What follows belongs to an exercise in optimizing a design on an open flow for small area; a production flow would make more cautious choices. The RTL was checked by simulation tests, not by an equivalence proof against the original design. Power is estimated from default activity; no workload was simulated.

**flow/design.v**
```verilog
  typedef logic [15:0] word_t;      
  typedef logic [3:0]  regAddr_t;   
  typedef logic [3:0]  opcode_t;    
  typedef logic [15:0] instr_t;     
  localparam opcode_t OpAdd = 4'd0;
  localparam opcode_t OpSub = 4'd1;
  localparam opcode_t OpAnd = 4'd2;
  localparam opcode_t OpNor = 4'd3;
  localparam opcode_t OpSll = 4'd4;
  localparam opcode_t OpSrl = 4'd5;
  localparam opcode_t OpSra = 4'd6;
  localparam opcode_t OpLhb = 4'd10;   
  localparam opcode_t OpLlb = 4'd11;   
  localparam opcode_t OpHlt = 4'd15;   
  typedef struct packed {
    logic     valid;   
    regAddr_t addr;
    word_t    data;
  } writeBack_t;
  typedef struct packed {
    writeBack_t wb;
    logic       halt;   
  } execOut_t;
  typedef struct packed {
    logic       valid;    
    logic       writes;   
    logic       halt;     
    opcode_t    op;
    regAddr_t   rd;
    regAddr_t   rs;
    regAddr_t   rt;       
    word_t      srcA;     
    word_t      srcB;     
    logic [7:0] imm;
  } decoded_t;
`timescale 1ns/1ns
module regFile (
  input  logic                clk,
  input  logic                rstN,
  input  regAddr_t    rdAddrA,
  input  regAddr_t    rdAddrB,
  input  writeBack_t wr,
  output word_t       rdDataA,
  output word_t       rdDataB
);
  word_t regs [0:15];   
  always_ff @(posedge clk) begin
    if (!rstN) begin
      for (int i = 0; i < 16; i++) begin
        regs[i] <= '0;   
      end
    end else if (wr.valid) begin
      regs[wr.addr] <= wr.data;
    end
  end
  assign rdDataA = (wr.valid && (wr.addr == rdAddrA)) ? wr.data : regs[rdAddrA];
  assign rdDataB = (wr.valid && (wr.addr == rdAddrB)) ? wr.data : regs[rdAddrB];
endmodule
`timescale 1ns/1ns
module decodeStage (
  input  logic              clk,
  input  logic              rstN,
  input  logic              instrValid,
  input  instr_t    instr,
  input  word_t     rdDataA,
  input  word_t     rdDataB,
  output regAddr_t  rdAddrA,
  output regAddr_t  rdAddrB,
  output decoded_t dec
);
  opcode_t  op;
  regAddr_t rd;
  regAddr_t rs;
  regAddr_t rt;
  logic     writes;    
  logic     isHalt;
  logic     accept;    
  logic     halted;    
  decoded_t decNext;
  assign op = instr[15:12];
  assign rd = instr[11:8];
  assign rs = instr[7:4];
  assign rt = instr[3:0];
  assign writes = (op == OpAdd) || (op == OpSub) || (op == OpAnd) || (op == OpNor) ||
                  (op == OpSll) || (op == OpSrl) || (op == OpSra) || (op == OpLhb) ||
                  (op == OpLlb);
  assign isHalt = (op == OpHlt);
  assign accept = instrValid && !halted;
  assign rdAddrA = (op == OpLhb) ? rd : rs;
  assign rdAddrB = rt;
  always_comb begin
    decNext.valid  = accept;
    decNext.writes = accept && writes;   
    decNext.halt   = accept && isHalt;
    decNext.op     = op;
    decNext.rd     = rd;
    decNext.rs     = rs;
    decNext.rt     = rt;
    decNext.srcA   = rdDataA;   
    decNext.srcB   = rdDataB;
    decNext.imm    = instr[7:0];
  end
  always_ff @(posedge clk) begin
    if (!rstN) begin
      dec    <= '0;
      halted <= 1'b0;
    end else begin
      dec <= decNext;
      if (accept && isHalt) begin
        halted <= 1'b1;   
      end
    end
  end
endmodule
`timescale 1ns/1ns
module executeStage (
  input  logic                clk,
  input  logic                rstN,
  input  decoded_t   dec,
  input  writeBack_t resultFwd,
  output execOut_t   exOut
);
  regAddr_t srcAddrA;   
  word_t    opA;
  word_t    opB;
  word_t    aluOut;
  execOut_t exNext;
  always_comb begin
    if (exOut.wb.valid && (exOut.wb.addr == srcAddrA)) begin
      opA = exOut.wb.data;         
    end else if (resultFwd.valid && (resultFwd.addr == srcAddrA)) begin
      opA = resultFwd.data;        
    end else begin
      opA = dec.srcA;              
    end
  end
  always_comb begin
    if (exOut.wb.valid && (exOut.wb.addr == dec.rt)) begin
      opB = exOut.wb.data;         
    end else if (resultFwd.valid && (resultFwd.addr == dec.rt)) begin
      opB = resultFwd.data;        
    end else begin
      opB = dec.srcB;              
    end
  end
  assign srcAddrA = (dec.op == OpLhb) ? dec.rd : dec.rs;
  always_comb begin
    case (dec.op)
      OpAdd:   aluOut = opA + opB;   
      OpSub:   aluOut = opA - opB;
      OpAnd:   aluOut = opA & opB;
      OpNor:   aluOut = ~(opA | opB);
      OpSll:   aluOut = opA << dec.rt;
      OpSrl:   aluOut = opA >> dec.rt;
      OpSra:   aluOut = word_t'($signed(opA) >>> dec.rt);   
      OpLhb:   aluOut = {dec.imm, opA[7:0]};                
      OpLlb:   aluOut = {{8{dec.imm[7]}}, dec.imm};
      default: aluOut = '0;   
    endcase
  end
  always_comb begin
    exNext.wb.valid = dec.valid && dec.writes;
    exNext.wb.addr  = dec.rd;
    exNext.wb.data  = aluOut;
    exNext.halt     = dec.valid && dec.halt;
  end
  always_ff @(posedge clk) begin
    if (!rstN) begin
      exOut <= '0;
    end else begin
      exOut <= exNext;   
    end
  end
endmodule
`timescale 1ns/1ns
module resultStage (
  input  logic                clk,
  input  logic                rstN,
  input  execOut_t   exOut,
  output writeBack_t wb,
  output logic                hlt
);
  always_ff @(posedge clk) begin
    if (!rstN) begin
      wb  <= '0;
      hlt <= 1'b0;
    end else begin
      wb <= exOut.wb;
      if (exOut.halt) begin
        hlt <= 1'b1;   
      end
    end
  end
endmodule
`timescale 1ns/1ns
module cpuCore (
  input  logic                clk,
  input  logic                rstN,
  input  logic                instrValid,
  input  instr_t      instr,
  output writeBack_t wb,
  output logic                hlt
);
  regAddr_t rdAddrA;
  regAddr_t rdAddrB;
  word_t    rdDataA;
  word_t    rdDataB;
  decoded_t dec;     
  execOut_t exOut;   
  regFile regFile0 (
    .clk     (clk),
    .rstN    (rstN),
    .rdAddrA (rdAddrA),
    .rdAddrB (rdAddrB),
    .wr      (wb),        
    .rdDataA (rdDataA),
    .rdDataB (rdDataB)
  );
  decodeStage decode0 (
    .clk        (clk),
    .rstN       (rstN),
    .instrValid (instrValid),
    .instr      (instr),
    .rdDataA    (rdDataA),
    .rdDataB    (rdDataB),
    .rdAddrA    (rdAddrA),
    .rdAddrB    (rdAddrB),
    .dec        (dec)
  );
  executeStage execute0 (
    .clk       (clk),
    .rstN      (rstN),
    .dec       (dec),
    .resultFwd (wb),      
    .exOut     (exOut)
  );
  resultStage result0 (
    .clk   (clk),
    .rstN  (rstN),
    .exOut (exOut),
    .wb    (wb),
    .hlt   (hlt)
  );
endmodule
```
**flow/run.sh**
```bash
#!/bin/bash
# synth_recipe.tcl (not shown) runs the flow's synth.tcl, then flattens the netlist and writes it again
# the make line also repeats each setting of config.mk as NAME=value (left out here)
make -C /OpenROAD-flow-scripts/flow DESIGN_CONFIG=/design/flow/config.mk WORK_HOME=/design/flow/orfs CLKGATE_MAP_FILE= SYNTH_SCRIPT=/design/flow/synth_recipe.tcl finish
```
**flow/config.mk**
```make
export PLATFORM = sky130hd
export DESIGN_NAME = cpuCore
export DESIGN_NICKNAME = cpuCore
export VERILOG_FILES = /design/flow/design.v
export SDC_FILE = /design/flow/constraint.sdc
export NUM_CORES = 4
export LEC_CHECK = 0
export CAP_MARGIN = 20
export CORE_MARGIN = 2
export CORE_UTILIZATION = 40
export SLEW_MARGIN = 20
```
**flow/constraint.sdc**
```tcl
create_clock -name core_clock -period 6.0 [get_ports {clk}]
set_input_delay 1.2000 -clock core_clock [delete_from_list [all_inputs] [get_ports {clk}]]
set_output_delay 1.2000 -clock core_clock [all_outputs]
set_load 0.01 [all_outputs]
```
==> metrics.md, run 1 <==
| Metric | Value |
|---|---|
| R2r setup slk | 0.48 ns |
| WL final | 66.87 mm |
| Tmin final | 5.525 ns |
| Crit Reg-Reg Startpoint | decode0.dec[53] |
| Total power per unit cell area | 264.8 mW/mm² |
| Pre-antenna DRT Iters | 6 |
| Gpl congestion | 0.9677 |
| Routed wire per std cell | 26.67 µm |
| Worst-skew pair later-pin latency | 0.58 ns |
| Max_cap viols | 0 |
| Relative slew slack | 24.87% |
| Vias | 15,440 |
| Commonest non-fill, non-tap cell in the layout | and2_1 |
| Synth top area cells | edfxtp_1 (36%), mux4_2 (17%), and2_1 (9.4%) |
| First-pass GRT wire length | 99.36 mm |
| Post-CTS Hold Fix Bufs | 0 |
| Leading area contributor after synthesis | edfxtp_1 |
| CTS tree | built |
| Critical R2R Capture | execute0.exOut[16] |
| Area grow syn2layout | 11.00% |
| Tcrit/Tclk final | 92.08% |
| CTS Buf Count | 40 |
| Post-Layout Cell Count | 2,507 |
| Initial Util | 40.47% |
| Total track usage | 24.44% |
| Placed insts | 2,434 |
| Avg Vias per Cell | 6.157 |
| Critical-path maximum fanout | 14 |
| RSZ-0062 raised after global routing | no |
| Root Buffer | clkbuf_16 |
| CP Data Required Time | 6.48 ns |
| Die Area | 0.05503 mm² |
| Syn Std Cell Area | 0.02127 mm² |
| Worst setup path start | decode0.dec[53] |
| Critical Path End | execute0.exOut[16] |
| Crit path arrival time | 6.00 ns |
| Final number of max-transition violations | 0 |
| Via count of the first global-routing pass | 15,050 |
| Number of diodes | 0 |
| Clock Pin Slew Worst Setup and Hold Paths | 0.06 ns |
| Worst path depth | 20 |
| DRT antenna net count | 0 |
| PortBufs | 40 |
| DRC Markers | 0 |
| Commonest cells after routing, fill and taps aside | and2_1 (318), edfxtp_1 (256), mux4_2 (159) |
| Slew @ Worst Pin | 1.127 ns |
| Post-CTS Setup Repair Bufs | 0 |
| Setup Skew | 0.03333 ns |
| Critical path cell sequence | nor4bb_4, nand2_1, a31oi_1, nand4_1, mux2i_1, o21ai_2, inv_1, ha_1, nor2b_1, o21a_1, o21ai_0, buf_4, a2111oi_1, nor3_1, o41ai_1, a21o_1, a21oi_1, xnor2_1, nand2_1, a31oi_1 |
| Post-synth EDFFs | 256 |
| Worst Path Buf+Inv | 2 |
| Final hold violation count | 0 |
| I/O Pins | 41 |
| Die Height | 234.6 µm |
| Min-delay worst type | flop to flop |
| Status | complete, no violations |
| VDD IR max | 186.9 µV |
| YS warnings | 4 |
| Fin nets | 1,825 |
| Crit path capture type | flop |
| Post_cts resized | 0 |
| HPWL after DPL | 45.37 mm |
| Clk sinks | 352 |
| Synthesized instance count | 1,820 |
| Row count | 84 |
| Fmax | 181.0 MHz |
| Antenna violations before repair | 1 |
| Mean Syn Cell Area | 11.69 µm² |
| Layout cells sized above 1 | 19.13% |
| #FFs+latches synth | 352 |
| Largest net degree at the start of global routing | 67 |
| Total grt overflow | 0 |
| Share of the synthesized area in the top cell type | 36.15% |
| Final count of negative-setup-slack endpoints | 0 |
| Crit path max-delay family | compound AO/OA/AOI/OAI gates |
| H-tree depth | 2 |
| Leak | 8.660 nW |
| Setup tns final | 0 ns |
| Max Buffers Root-to-Sink | 3 |
| CORE AREA | 0.05255 mm² |
| Main synth FF type | edfxtp_1 |
| Tot Pwr | 6.250 mW |
| Die X | 234.6 µm |
| Syn nets | 1,857 |
| CP max stage cell | o41ai_1 |
| FFs w/ async S/R, synth | 0% |
| WHS | 0.4279 ns |
| Cell variety after synth | 82 |
| Startpoint Class | flop |
| Crit-path max cell delay | 0.67 ns |
| Setup CP Type | flop to flop |
| DRT iter0 DRCs | 1,866 |
| FF-to-FF path depth | 20 |
| Register area share after synthesis | 45.18% |
-- metrics by stage --
| stage | utilization [%] | area, µm² | setup slack, ns |
|---|---|---|---|
| after floorplan | - | 21270 | 1.411 |
| after global routing | 44.92 | 23610 | 0.03262 |
| final | 44.92 | 23610 | 0.4754 |
| after CTS | 44.89 | 23590 | 0.3991 |
| after detailed placement | 42.57 | 22370 | 0.4553 |
| after global placement | 42.51 | 22340 | 0.5408 |
-- layer usage --
layer / track usage (%) / wire length (µm) / part of all wire [%] / vias up
li1: - / - / - / 6700
met1: 32.81 / 27690 / 41 / 7819
met2: 39.96 / 31800 / 48 / 785
met3: 4.506 / 5220 / 7.8 / 130
met4: 8.117 / 2140 / 3.2 / 2
met5: 0 / 13 / 0.019 / -
-- where the power goes --
part	switching, mW	internal [mW]	leakage, nW
Sequential	0.127	2.71	3.43
Clock	1.03	1.29	0.587
Combinational	0.614	0.469	4.64
-- sequential cells by signal, indices dropped and copies added (netlist names) --
name and flops:
execute0.exOut 22, decode0.dec 51, result0.wb 21, decode0.halted 1, result0.hlt 1, regFile0.regs 256
-- worst register-to-register path, cell delays in order, from the launching register on --
cell	delay, ns
dfxtp_1	0.59
nor4bb_4	0.55
nand2_1	0.12
a31oi_1	0.20
nand4_1	0.33
mux2i_1	0.22
o21ai_2	0.36
inv_1	0.19
ha_1	0.26
nor2b_1	0.13
o21a_1	0.13
o21ai_0	0.07
buf_4	0.15
a2111oi_1	0.60
nor3_1	0.17
o41ai_1	0.67
a21o_1	0.21
a21oi_1	0.07
xnor2_1	0.18
nand2_1	0.07
a31oi_1	0.16
-- cells in the mapped netlist, types with 4 or more instances --
library cell,number
and2_1,318
edfxtp_1,256
mux4_2,159
clkbuf_1,113
nand2_1,112
dfxtp_1,96
nor2_1,85
mux2i_1,79
a21oi_1,53
o21ai_0,50
a31oi_1,44
nor2b_1,42
xnor2_1,31
nor3_1,30
nand3_1,27
buf_1,22
buf_4,21
a211oi_1,20
ha_1,17
buf_2,16
inv_1,16
xor2_1,14
nand2b_1,11
o21ai_1,11
or3_1,11
mux2_2,10
and3_1,9
nand4_1,9
a21o_1,8
inv_2,7
a221oi_1,6
a311oi_1,6
buf_6,6
o21a_1,6
o22ai_1,6
o31ai_1,6
o211ai_1,5
o311ai_0,5
a2111oi_0,4
o2111ai_1,4
-- layout make-up --
class	instances	area, µm²
inverter	25	93.84
clock inverter	22	170.2
multi-input combinational	1265	10930
clock buffer	51	1052
fill	4724	28940
timing repair buffer	104	895.9
tap	688	860.8
sequential	352	9609
-- how the worst min path moves through the flow --
| stage | cells past startpoint | slack (ns) | endpoint | startpoint |
|---|---|---|---|---|
| after floorplan | 1 | 0.41 | result0.hlt | execute0.exOut[0] |
| after global placement | 1 | 0.42 | result0.hlt | execute0.exOut[0] |
| after detailed placement | 1 | 0.42 | result0.hlt | execute0.exOut[0] |
| after CTS | 1 | 0.43 | result0.hlt | execute0.exOut[0] |
| after global routing | 1 | 0.45 | result0.hlt | execute0.exOut[0] |
| final | 1 | 0.43 | result0.hlt | execute0.exOut[0] |
-- cells by family after synthesis --
group,synth area share [%]
XOR/XNOR,1.853
AND/OR/NAND/NOR,17.44
multiplexers,21.61
AO/OA/AOI/OAI,8.560
buffers and inverters,4.259
flip-flops,45.18
adder cells (fa/ha/maj),1.094
==> run 2: changes to the inputs <==
==> flow/design.v (replaced) <==
`timescale 1ns/1ns
module cpuCore (
  input  logic        clk,
  input  logic        rstN,
  input  logic        instrValid,
  input  logic [15:0] instr,
  output logic [20:0] wb,
  output logic        hlt
);
  localparam logic [3:0] OpNop = 4'd7;
  logic [3:0]  op1, op2, op3;    
  logic [11:0] f1, f2, f3;       
  logic        halted;
  logic        accept;
  assign accept = rstN && instrValid && !halted;
  always_ff @(posedge clk) begin
    op1 <= accept ? instr[15:12] : OpNop;
    f1  <= instr[11:0];
    op2 <= rstN ? op1 : OpNop;
    f2  <= f1;
    op3 <= rstN ? op2 : OpNop;
    f3  <= f2;
    if (!rstN) begin
      halted <= 1'b0;
    end else if (accept && (instr[15:12] == 4'hf)) begin
      halted <= 1'b1;
    end
  end
  assign hlt = halted && (op1 != 4'hf) && (op2 != 4'hf);
  logic [3:0]  rd, rs, rt;
  logic [7:0]  imm;
  logic [15:0] regs [0:15];
  logic [15:0] opA, opB, res;
  logic        writes;
  assign rd  = f3[11:8];
  assign rs  = f3[7:4];
  assign rt  = f3[3:0];
  assign imm = f3[7:0];
  assign opA = regs[(op3 == 4'd10) ? rd : rs];
  assign opB = regs[rt];
  always_comb begin
    if (op3[3]) begin
      res = op3[0] ? {{8{imm[7]}}, imm} : {imm, opA[7:0]};   
    end else if (op3[2]) begin
      case (op3[1:0])
        2'd0:    res = opA << rt;
        2'd1:    res = opA >> rt;
        default: res = $signed(opA) >>> rt;
      endcase
    end else begin
      case (op3[1:0])
        2'd0:    res = opA + opB;
        2'd1:    res = opA - opB;
        2'd2:    res = opA & opB;
        default: res = ~(opA | opB);
      endcase
    end
  end
  assign writes = (op3 <= 4'd6) || (op3 == 4'd10) || (op3 == 4'd11);
  assign wb = {writes, rd, res};
  always_ff @(posedge clk) begin
    for (int i = 0; i < 16; i++) begin
      if (!rstN || (writes && (rd == i[3:0]))) begin
        regs[i] <= rstN ? res : 16'd0;
      end
    end
  end
endmodule
==> run 2 against run 1 <==
The layout now fails its checks (setup timing). Critical path type is now flop to output port. Power rose by 21%. Clock skew is 0.010 ns higher. Utilization rose by 15 points. Register-to-register slack improved by 0.14 ns. Largest cell class unchanged. Critical endpoint is now wb[15]. Final cell count increased by 23%. Setup slack worse by 0.99 ns. Sequential share of layout area shrank 9.6 points. Global-route usage grew 20 points.
==> metrics.md, run 2 <==
| Metric | Value |
|---|---|
| Status | finished with violations |
| Layout violations | setup timing |
| Crit path arrival time | 5.32 ns (-0.68 ns) |
| Worst-skew pair later-pin latency | 0.60 ns (+0.02 ns) |
| Tcrit/Tclk final | 108.6% (+17 points) |
| Max_cap viols | 0 (unchanged) |
| Tmin final | 6.517 ns (+0.9924 ns) |
| I/O Pins | 41 (unchanged) |
| Pre-CTS setup slack | -0.6904 ns (-1.146 ns) |
| Cell variety after synth | 104 (+27%) |
| Max Buffers Root-to-Sink | 3 (unchanged) |
| HP Start | f2[10] |
| Min-delay worst type | flop to flop |
| Row count | 79 (-6.0%) |
| VDD IR max | 253.2 µV (+35%) |
| Commonest non-fill, non-tap cell in the layout | buf_4 |
| Final hold violation count | 0 (unchanged) |
| CTS tree | built |
| WL met3 | 15.78 mm (+200%) |
| Post-Route M1 WL | 42.70 mm (+54%) |
| Synthesized instance count | 1,851 (+1.7%) |
| Largest net degree at the start of global routing | 50 (-25%) |
| Die X | 222.3 µm (-5.2%) |
| Tot Pwr | 7.562 mW (+21%) |
| Layout cells sized above 1 | 42.25% (+23 points) |
| Die Height | 222.3 µm (-5.2%) |
| H-tree depth | 2 (unchanged) |
| Root Buffer | clkbuf_16 |
| Register area share after synthesis | 45.47% (+0.29 points) |
| Critical-path maximum fanout | 6 (-8) |
| Initial Util | 40.77% (+0.30 points) |
| Fmax | 153.4 MHz (-15%) |
| #FFs+latches synth | 305 (-13%) |
| Clk sinks | 305 (-13%) |
| Placed insts | 2,908 (+19%) |
| Mean Syn Cell Area | 10.30 µm² (-12%) |
| Count leader, synth | edfxtp_1 |
| Synth top area cells | edfxtp_1 (40%), dfxtp_1 (5.1%), mux2i_1 (4.4%) |
| Final worst slack | -0.5170 ns (-0.9924 ns) |
| DRT antenna net count | 0 (unchanged) |
| Share of the synthesized area in the top cell type | 40.33% (+4.2 points) |
| Total track usage | 44.43% (+20 points) |
| Setup CP Type | flop to output port |
| Fillers | 3,994 (-15%) |
| Crit path capture type | output port |
| Main synth FF type | edfxtp_1 |
| Crit Reg-Reg Startpoint | f3[1] |
| Leading area contributor after synthesis | edfxtp_1 |
| WL final | 113.2 mm (+69%) |
| Via count of the first global-routing pass | 19,890 (+32%) |
| Worst setup path start | f3[1] |
| Total power per unit cell area | 270.2 mW/mm² (+2.1%) |
| Commonest cells after routing, fill and taps aside | buf_4 (583), edfxtp_1 (256), nand2_1 (121) |
| Final number of max-transition violations | 0 (unchanged) |
| Clock Pin Slew Worst Setup and Hold Paths | 0.06 ns (about the same) |
| Post-synth EDFFs | 256 (unchanged) |
| Post-Layout Cell Count | 3,088 (+23%) |
| Slew @ Worst Pin | 1.260 ns (+0.1331 ns) |
| Max FFs per register | 256 (unchanged) |
| WHS Path Cells | 0 (-1) |
| DRT iter0 DRCs | 3,285 (+76%) |
| Die Area | 0.04942 mm² (-10%) |
| Setup tns final | -3.243 ns (-3.243 ns) |
| Routed wire per std cell | 36.67 µm (+37%) |
| Syn nets | 1,889 (+1.7%) |
| Synth top cells by count | edfxtp_1 (256), nand2_1 (127), nor2_1 (104) |
| CP Data Required Time | 4.80 ns (-1.68 ns) |
| PortBufs | 40 (unchanged) |
| Setup Skew | 0.04358 ns (+0.01025 ns) |
| FFs w/ async S/R, synth | 0% (unchanged) |
| Total grt overflow | 0 (unchanged) |
| Highest Signal Layer | met5 |
| Area grow syn2layout | 46.80% |
| Leak | 11.22 nW (+30%) |
| Antenna violations before repair | 6 (+5) |
| R2r setup slk | 0.62 ns (+0.14 ns) |
| Vias | 21,080 (+37%) |
| Final count of negative-setup-slack endpoints | 13 (+13) |
| Met2 wire len | 46.35 mm (+46%) |
| Relative slew slack | 15.68% (-9.2 points) |
| DRC Markers | 0 (unchanged) |
| Critical R2R Capture | regs[5][9] |
| YS warnings | 2 (-2) |
| First-pass GRT wire length | 153.4 mm (+54%) |
| CORE AREA | 0.04675 mm² (-11%) |
| Startpoint Class | flop |
| Avg Vias per Cell | 6.826 (+11%) |
| Pre-antenna DRT Iters | 6 (unchanged) |
| FF-to-FF path depth | 23 (+15%) |
| RSZ-0062 raised after global routing | yes |
| Gpl congestion | 1.079 (+11%) |
| Fin nets | 2,488 (+36%) |
| HPWL after DPL | 83.17 mm (+83%) |
| Most flop-heavy register | regs |
| Syn Std Cell Area | 0.01906 mm² (-10%) |
| Hold Path Sink | f3[10] |
| CTS Buf Count | 36 (-10%) |
-- run 2: changes by cell type in the layout (fill, tap and decap cells not counted), moves of 24 or more --
| cell | previous run | this run |
|---|---|---|
| a22o_1 | 0 | 27 |
| a22oi_1 | 2 | 53 |
| a31oi_1 | 44 | 20 |
| and2_1 | 318 | 19 |
| buf_12 | 2 | 35 |
| buf_4 | 64 | 583 |
| buf_6 | 0 | 44 |
| dfxtp_1 | 96 | 36 |
| mux4_2 | 159 | 2 |
| nand2b_1 | 8 | 57 |
| nand3_1 | 27 | 57 |
| o21ai_0 | 37 | 66 |
-- run 2: cell families after synthesis --
family | after synthesis | synth area share (%)
multiplexers | 143 | 8.382
XOR/XNOR | 26 | 1.195
flip-flops | 305 | 45.47
adder cells (fa/ha/maj) | 19 | 1.287
AND/OR/NAND/NOR | 585 | 16.63
AO/OA/AOI/OAI | 578 | 22.34
buffers and inverters | 195 | 4.693
-- run 2: final cells by class --
class	instances	area, µm²	share of cell area (%)
Antenna cell	3	7.507	0.02683
Timing Repair Buffer	716	6289	22.47
Clock buffer	51	1081	3.863
Tap cell	607	759.5	2.714
Sequential cell	305	8700	31.09
Clock inverter	15	148.9	0.5321
Inverter	40	157.7	0.5634
Multi-Input combinational cell	1351	10840	38.74
-- run 2: where the power goes --
part | total [mW] | switching (mW) | leakage, nW | internal (mW)
clock network | 2.30 | 0.951 | 0.611 | 1.35
logic | 2.53 | 1.38 | 7.58 | 1.15
registers | 2.73 | 0.179 | 3.03 | 2.55
total | 7.56 | 2.51 | 11.2 | 5.05
-- run 2: how the worst max path moves through the flow --
stage	endpoint	slack, ns
after global routing	wb[15]	-0.57
after CTS	wb[15]	-0.35
after global placement	wb[14]	-0.73
after floorplan	wb[14]	0.31
after detailed placement	wb[14]	-0.69
final	wb[15]	-0.52
-- run 2: worst max-delay path, stage by stage (launching register included) --
cell        delay [ns]
dfxtp_4           0.41
buf_8             0.14
buf_4             0.14
clkinvlp_4        0.18
nand2_1           0.30
o22ai_1           0.16
o21ai_0           0.32
a31oi_4           0.19
buf_4             0.18
nor4_2            0.27
buf_4             0.22
a21oi_4           0.09
xor2_1            0.19
ha_2              0.20
or3_4             0.40
o31ai_4           0.23
buf_6             0.15
o21ai_4           0.07
a31oi_4           0.22
or2_4             0.16
mux2i_2           0.07
o311ai_2          0.27
buf_2             0.18
-- run 2: metrics by stage --
| stage | cell area [µm²] | hold slack, ns | utilization (%) |
|---|---|---|---|
| 6_report | 27980 | 0.3257 | 59.85 |
| 3_3_place_gp | 24240 | 0.3100 | 51.85 |
| 3_5_place_dp | 24330 | 0.3120 | 52.04 |
| 5_1_grt | 27980 | 0.3309 | 59.84 |
| 2_1_floorplan | 19060 | 0.3096 | - |
| 4_1_cts | 27160 | 0.3257 | 58.10 |
-- run 2: metal layers --
layer / vias to the layer above / GRT usage, %
met4: 6 / 26.13
met2: 1743 / 64.35
met5: - / 0
met3: 433 / 14.59
li1: 8479 / -
met1: 10420 / 57.83
-- run 2: repair_timing --
action                     4_1_cts  5_1_grt
setup endpoints to repair       16       16
gates resized for setup        264      117
pin swaps                       93       88
hold buffers                     0        0
buffers inserted                79       36
gates cloned                     4        0

-- afterwards: timing with drivers on the ports --
The results above use ideal ports. As a check the final layouts listed here were re-extracted and re-timed, cells and wires unchanged. Step 1 (the two cells are an assumption about what drives the block):
set clk [get_ports {clk}]
set_driving_cell -lib_cell sky130_fd_sc_hd__clkbuf_16 $clk
set_driving_cell -lib_cell sky130_fd_sc_hd__buf_2 [delete_from_list [all_inputs] $clk]
Step 2 adds t to the input delays and takes it off the output delays; t is the mean of the earliest and latest rising clock arrival at the registers after step 1. Input paths then give back, and output paths get back, about the clock's delay inside the block. Slacks: ideal / step 1 / step 2; pairs: ideal / step 1.
run | shift t [ns] | setup slack, ns | hold WS [ns] | slew at the worst register clock pin (ns) | worst slew at a driven data input, ns
run 1 | 0.625 | 0.475 / 0.475 / 0.475 | 0.428 / 0.428 / 0.428 | 0.06 / 0.06 | 0.06
run 2 | 0.631 | -0.517 / -0.574 / 0.057 | 0.326 / 0.326 / 0.326 | 0.07 / 0.07 | 0.05
